This design comes from an exercise in tuning for small area on the open sky130 flow, not from production work.
In this exercise RTL edits were held to simulation tests only and were not proved equivalent to the original.

===== flow/run.sh =====
#!/bin/bash
# synth_recipe.tcl (not shown) runs the flow's synth.tcl, then flattens the netlist and writes it again
# the make line also repeats each setting of config.mk as NAME=value (left out here)
make -C /OpenROAD-flow-scripts/flow DESIGN_CONFIG=/design/flow/config.mk WORK_HOME=/design/flow/orfs CLKGATE_MAP_FILE= SYNTH_SCRIPT=/design/flow/synth_recipe.tcl finish

===== flow/config.mk =====
export PLATFORM = sky130hd
export DESIGN_NAME = arithmetic_unit
export DESIGN_NICKNAME = arithmetic_unit
export VERILOG_FILES = /design/flow/design.v
export SDC_FILE = /design/flow/constraint.sdc
export NUM_CORES = 4
export LEC_CHECK = 0
export CAP_MARGIN = 20
export CORE_MARGIN = 2
export CORE_UTILIZATION = 40
export SLEW_MARGIN = 20

===== flow/constraint.sdc =====
create_clock -name core_clock -period 18.0 [get_ports {clk}]
set_input_delay 3.6000 -clock core_clock [delete_from_list [all_inputs] [get_ports {clk}]]
set_output_delay 3.6000 -clock core_clock [all_outputs]
set_load 0.01 [all_outputs]

===== flow/design.v =====
package arith_pkg;
  localparam logic [2:0] OP_ADD  = 3'b000;
  localparam logic [2:0] OP_SUB  = 3'b001;
  localparam logic [2:0] OP_SLT  = 3'b010;
  localparam logic [2:0] OP_SLTU = 3'b011;
  localparam logic [2:0] OP_MULU = 3'b100;
  localparam logic [2:0] OP_FADD = 3'b101;
  localparam logic [2:0] OP_FSUB = 3'b110;
  localparam logic [2:0] OP_FMUL = 3'b111;
  localparam int FP_EXP_W = 8;
  localparam int FP_MAN_W = 23;
  localparam logic signed [9:0] FP_BIAS = 10'sd127;
  localparam logic [31:0]       FP_QNAN = 32'h7FC00000;
endpackage
import arith_pkg::*;
module fp_add_sub
(
  input  logic [31:0] a_i,
  input  logic [31:0] b_i,
  input  logic        sub_i,
  output logic [31:0] res_o
);
  logic                 sa, sb, sx, sy, a_big, found;
  logic [FP_EXP_W-1:0]  ea, eb, ex, ey, d;
  logic [FP_MAN_W:0]    ma, mb, mx, my, my_al, norm;
  logic [FP_MAN_W+1:0]  sum;
  logic [4:0]           lz;
  logic signed [9:0]    e_res;
  logic                 unused_norm;
  assign unused_norm = norm[FP_MAN_W];
  always_comb begin
    sa    = a_i[31];
    sb    = b_i[31] ^ sub_i;
    ea    = a_i[30:23];
    eb    = b_i[30:23];
    ma    = (ea == '0) ? '0 : {1'b1, a_i[22:0]};
    mb    = (eb == '0) ? '0 : {1'b1, b_i[22:0]};
    a_big = {ea, ma} >= {eb, mb};
    sx    = a_big ? sa : sb;
    sy    = a_big ? sb : sa;
    ex    = a_big ? ea : eb;
    ey    = a_big ? eb : ea;
    mx    = a_big ? ma : mb;
    my    = a_big ? mb : ma;
    d     = ex - ey;
    my_al = (d >= 8'd25) ? '0 : (my >> d);
    sum   = (sx == sy) ? ({1'b0, mx} + {1'b0, my_al}) : ({1'b0, mx} - {1'b0, my_al});
    lz    = 5'd0;
    found = 1'b0;
    for (int i = 23; i >= 0; i--) begin
      if (!found && sum[i]) begin
        lz    = 5'(23 - i);
        found = 1'b1;
      end
    end
    if (sum[24]) begin
      norm  = sum[24:1];
      e_res = $signed({2'b00, ex}) + 10'sd1;
    end else begin
      norm  = sum[23:0] << lz;
      e_res = $signed({2'b00, ex}) - $signed({5'b00000, lz});
    end
    if (ea == 8'hFF || eb == 8'hFF) begin
      res_o = FP_QNAN;
    end else if (sum == '0) begin
      res_o = 32'h0;
    end else if (e_res <= 10'sd0) begin
      res_o = {sx, 31'h0};
    end else if (e_res >= 10'sd255) begin
      res_o = {sx, 8'hFF, 23'h0};
    end else begin
      res_o = {sx, e_res[7:0], norm[22:0]};
    end
  end
endmodule
import arith_pkg::*;
module arithmetic_unit
(
  input  logic        clk,
  input  logic        rst,
  input  logic [31:0] a,
  input  logic [31:0] b,
  input  logic [2:0]  op,
  output logic [63:0] out
);
  logic [63:0]        out_q, out_d;
  logic [32:0]        add_w, sub_w;
  logic [63:0]        mul_w;
  logic [31:0]        fadd_w, fmul_w;
  logic               fm_s;
  logic [23:0]        fm_ma, fm_mb;
  logic [47:0]        fm_p;
  logic signed [9:0]  fm_e;
  logic [22:0]        fm_man;
  logic               unused_fm_bits;
  assign add_w = {1'b0, a} + {1'b0, b};
  assign sub_w = {1'b0, a} - {1'b0, b};
  assign mul_w = 64'(a) * 64'(b);
  assign unused_fm_bits = ^fm_p[22:0];
  fp_add_sub u_fp_add_sub (
    .a_i   (a),
    .b_i   (b),
    .sub_i (op == OP_FSUB),
    .res_o (fadd_w)
  );
  always_comb begin
    fm_s  = a[31] ^ b[31];
    fm_ma = {1'b1, a[22:0]};
    fm_mb = {1'b1, b[22:0]};
    fm_p  = fm_ma * fm_mb;
    fm_e  = $signed({2'b00, a[30:23]}) + $signed({2'b00, b[30:23]}) - FP_BIAS;
    if (fm_p[47]) begin
      fm_man = fm_p[46:24];
      fm_e   = fm_e + 10'sd1;
    end else begin
      fm_man = fm_p[45:23];
    end
    if (a[30:23] == 8'hFF || b[30:23] == 8'hFF) begin
      fmul_w = FP_QNAN;
    end else if (a[30:23] == 8'h00 || b[30:23] == 8'h00) begin
      fmul_w = {fm_s, 31'h0};
    end else if (fm_e <= 10'sd0) begin
      fmul_w = {fm_s, 31'h0};
    end else if (fm_e >= 10'sd255) begin
      fmul_w = {fm_s, 8'hFF, 23'h0};
    end else begin
      fmul_w = {fm_s, fm_e[7:0], fm_man};
    end
  end
  always_comb begin
    out_d = '0;
    case (op)
      OP_ADD:  out_d = {31'h0, add_w};
      OP_SUB:  out_d = {{31{sub_w[32]}}, sub_w};
      OP_SLT:  out_d = {63'h0, $signed(a) < $signed(b)};
      OP_SLTU: out_d = {63'h0, a < b};
      OP_MULU: out_d = mul_w;
      OP_FADD: out_d = {32'h0, fadd_w};
      OP_FSUB: out_d = {32'h0, fadd_w};
      OP_FMUL: out_d = {32'h0, fmul_w};
      default: out_d = '0;
    endcase
  end
  always_ff @(posedge clk) begin
    if (rst) out_q <= '0;
    else     out_q <= out_d;
  end
  assign out = out_q;
endmodule

==> flow_summary.json <==
{
  "async_flop_share_pct": 0,
  "fin_util_pct": 43.07,
  "regMostFlops": "out_q",
  "synthDominantAreaCellType": "sky130_fd_sc_hd__fa_1",
  "drt-vias-per-instance": 5.538,
  "cts_hold_repair.buffers": 0,
  "crit_path_end_kind": "flip-flop",
  "syn-cell-area_um2": 62280,
  "cts_max_path_buffers": 2,
  "timing.max_slew.rel_slack_pct": 30.22,
  "rows": 144,
  "reg.largest.list": "out_q x64",
  "global_route_wire_length_before_repair_mm": 348.0,
  "layout.cell_area.non_filler_um2": 66500,
  "h_tree_levels": 3,
  "die_area_um2": 158900,
  "synth_largest_type_area_fraction_pct": 44.61,
  "nets_in_the_synthesized_netlist": 9304,
  "largest_register_ffs": 64,
  "yosys_warnings": 2,
  "fin_ws_ns": 0.8174,
  "sink_count": 64,
  "startpoint_type": "input pin",
  "dpl.cell_count": 9301,
  "synth_sequential_area_ratio_pct": 2.057,
  "yosysUniqueCellTypes": 107,
  "critPathRequiredTime_ns": 18.31,
  "worst_path_max_delay_cell": "sky130_fd_sc_hd__or4b_1",
  "timing.final.setup_violations": 0,
  "layout-drive-gt1-share_pct": 4.727,
  "stdcell_count": 9328,
  "max_cap_viol_count": 0,
  "finalCriticalPeriod_ns": 17.18,
  "core_region_area_um2": 154400,
  "wl_met3_mm": 19.00,
  "ios": 133,
  "area_delta_synth_final_pct": 6.766,
  "post_synth_main_area_contributors": "sky130_fd_sc_hd__fa_1 45%, sky130_fd_sc_hd__ha_1 11%, sky130_fd_sc_hd__inv_1 10%, sky130_fd_sc_hd__nand2_1 5.5%, sky130_fd_sc_hd__and2_1 3.3%",
  "hold_path.class": "input pin to flip-flop",
  "synthesis.area_per_instance_um2": 8.551,
  "design.final.nets": 9293,
  "cts_root_buffer": "sky130_fd_sc_hd__clkbuf_16",
  "grt.total_usage_pct": 29.63,
  "maxUsedRoutingLayer": "met5",
  "place_ws_ns": 0.01148,
  "grt_overflow": 0,
  "outcome": "no timing/DRC/antenna violations",
  "setup_repair_after_global_routing_missed_its_margin": "no",
  "metal1_wirelength_mm": 96.77,
  "cpMostUsedCell": "sky130_fd_sc_hd__nand2_1",
  "final_min_period_over_clock_period_pct": 95.46,
  "cts_buffers": 9,
  "synthesis.instances": 7284,
  "ys_seq_elements": 64,
  "drt_wl_total_mm": 230.4,
  "worstSetupPathType": "input pin to flip-flop",
  "width_of_the_die_um": 398.6,
  "worst-slew-pin-transition_ns": 1.020,
  "drt_pass1_iterations": 7,
  "placedInstanceArea_um2": 66100,
  "number_of_antenna_violations_at_the_first_check_in_global_routing": 16,
  "critical_path.max_stage_delay_ns": 0.70,
  "drt.antenna.violating_nets": 0,
  "routed_wire_length_per_instance_um": 24.70,
  "worst-path-max-fanout": 19,
  "place.detailed.hpwl_mm": 192.1,
  "max_freq_ghz": 0.05820,
  "initial_utilization_pct": 40.34,
  "detailedRoute.firstIterationViolations": 4989,
  "cts_tree": "built",
  "drt_drc_violations_left": 0,
  "maximum_number_of_pins_on_one_net_before_global_route_repair": 54,
  "route.met2.wl_mm": 103.0,
  "die_height_um": 398.6,
  "synth_ff_type": "sky130_fd_sc_hd__dfxtp_1",
  "report.final.hold_viol_count": 0,
  "synth-edff-count": 0,
  "timing_max_transition_violations_final": 0,
  "vias_in_the_first_global_route": 53990,
  "port_buffers": 132,
  "clk_pin_slew_worst_paths_ns": 0.07,
  "gpl.final_weighted_congestion": 1.032,
  "via_count": 51660,
  "crit_arrival_ns": 17.49
}
[worst paths after layout]
check,slack [ns],start,endpoint,cells past startpoint
min,4.03,rst,out_q[29]$_SDFF_PP0_,3
max,0.82,b[27],out_q[11]$_SDFF_PP0_,51
[kinds of logic (layout without fill, tap and decap cells)]
kind of cell,count (synthesis),after routing,synth area share [%]
buf+inv,2055,2048,12.50
simple gates,1968,1968,14.88
fa+ha+maj,1952,1952,55.94
compound gates,977,978,10.33
xor+xnor,179,179,2.541
mux,89,89,1.752
flops,64,64,2.057
other cells,0,6,0
[cell usage after synthesis, types with 53 or more instances]
cell type / n
sky130_fd_sc_hd__and2_1: 326
sky130_fd_sc_hd__ha_1: 563
sky130_fd_sc_hd__nor2_1: 289
sky130_fd_sc_hd__nand2_1: 910
sky130_fd_sc_hd__nor3_1: 93
sky130_fd_sc_hd__nand3_1: 104
sky130_fd_sc_hd__inv_1: 1698
sky130_fd_sc_hd__o21ai_0: 208
sky130_fd_sc_hd__clkbuf_1: 294
sky130_fd_sc_hd__dfxtp_1: 64
sky130_fd_sc_hd__fa_1: 1388
sky130_fd_sc_hd__a21oi_1: 260
sky130_fd_sc_hd__mux2i_1: 55
sky130_fd_sc_hd__a21o_1: 60
sky130_fd_sc_hd__a31oi_1: 53
sky130_fd_sc_hd__xnor2_1: 124
sky130_fd_sc_hd__xor2_1: 53
[per-stage QoR]
| stage | TNS [ns] | hold WS, ns |
|---|---|---|
| after global routing | 0 | 4.058 |
| after CTS | 0 | 3.999 |
| final | 0 | 4.028 |
| after floorplan | 0 | 3.904 |
| after detailed placement | 0 | 4.337 |
| after global placement | -0.006748 | 4.345 |
[final cells by class]
cell class | count | area [um2]
Clock inverter | 6 | 67.56
Timing Repair Buffer | 323 | 2615
Inverter | 1709 | 6415
Multi-Input combinational cell | 5166 | 53310
Fill cell | 15490 | 87910
Clock buffer | 10 | 239.0
Antenna cell | 6 | 15.01
Sequential cell | 64 | 1281
Tap cell | 2044 | 2557
[metal layers]
layer | vias up | track usage (%)
li1 | 22580 | -
met1 | 26420 | 40.51
met2 | 2236 | 46.58
met3 | 417 | 5.102
met4 | 8 | 12.10
met5 | - | 0
[repair_timing]
action / in CTS / in global routing
gates resized for setup: 0 / 10
setup buffers: 0 / 4
setup endpoints to repair: 0 / 31
[cells in the final DEF, fill, tap and decap left out, drive strengths merged, types with 104 or more instances in the layout]
| cell | count |
|---|---|
| a21oi | 261 |
| xnor2 | 126 |
| buf | 229 |
| fa | 1388 |
| nand2 | 913 |
| nand3 | 104 |
| inv | 1702 |
| ha | 563 |
| nor2 | 291 |
| and2 | 328 |
| o21ai | 219 |
[critical path, delay by kind of cell]
family	cells	cell delay (ns)
buffers and inverters	7	1.37
AOI/OAI and AO/OA	17	4.35
and+or+nand+nor	21	6.65
xor gates and xnor gates	1	0.07
adders and majority gates	5	1.39

[re-timing with driven ports]
How much do the figures lean on ideal ports? The routed layout below was timed once more, with nothing changed but the port constraints.
Step 1: set_driving_cell puts a clkbuf_16 on clk and a buf_2 on each other input, an assumption about the parent block.
Step 2 moves the port delays by t, midway between the first and last clock arrival at a register: inputs arrive t later, outputs are due t later. That takes back most of the time a late clock gives input paths.
a / b / c = ideal / step 1 / step 2; a / b = the first two.
t, ns: 0.467
setup WS [ns]: 0.817 / 0.841 / 0.374
hold slack, ns: 4.028 / 3.997 / 4.356
worst register clock-pin slew, ns: 0.08 / 0.08
cell pins on the clock port's net: 1
After both steps setup and hold are still met in this run. The setup slack of this run moves by +0.024 ns with the drivers and by -0.443 ns with both steps.
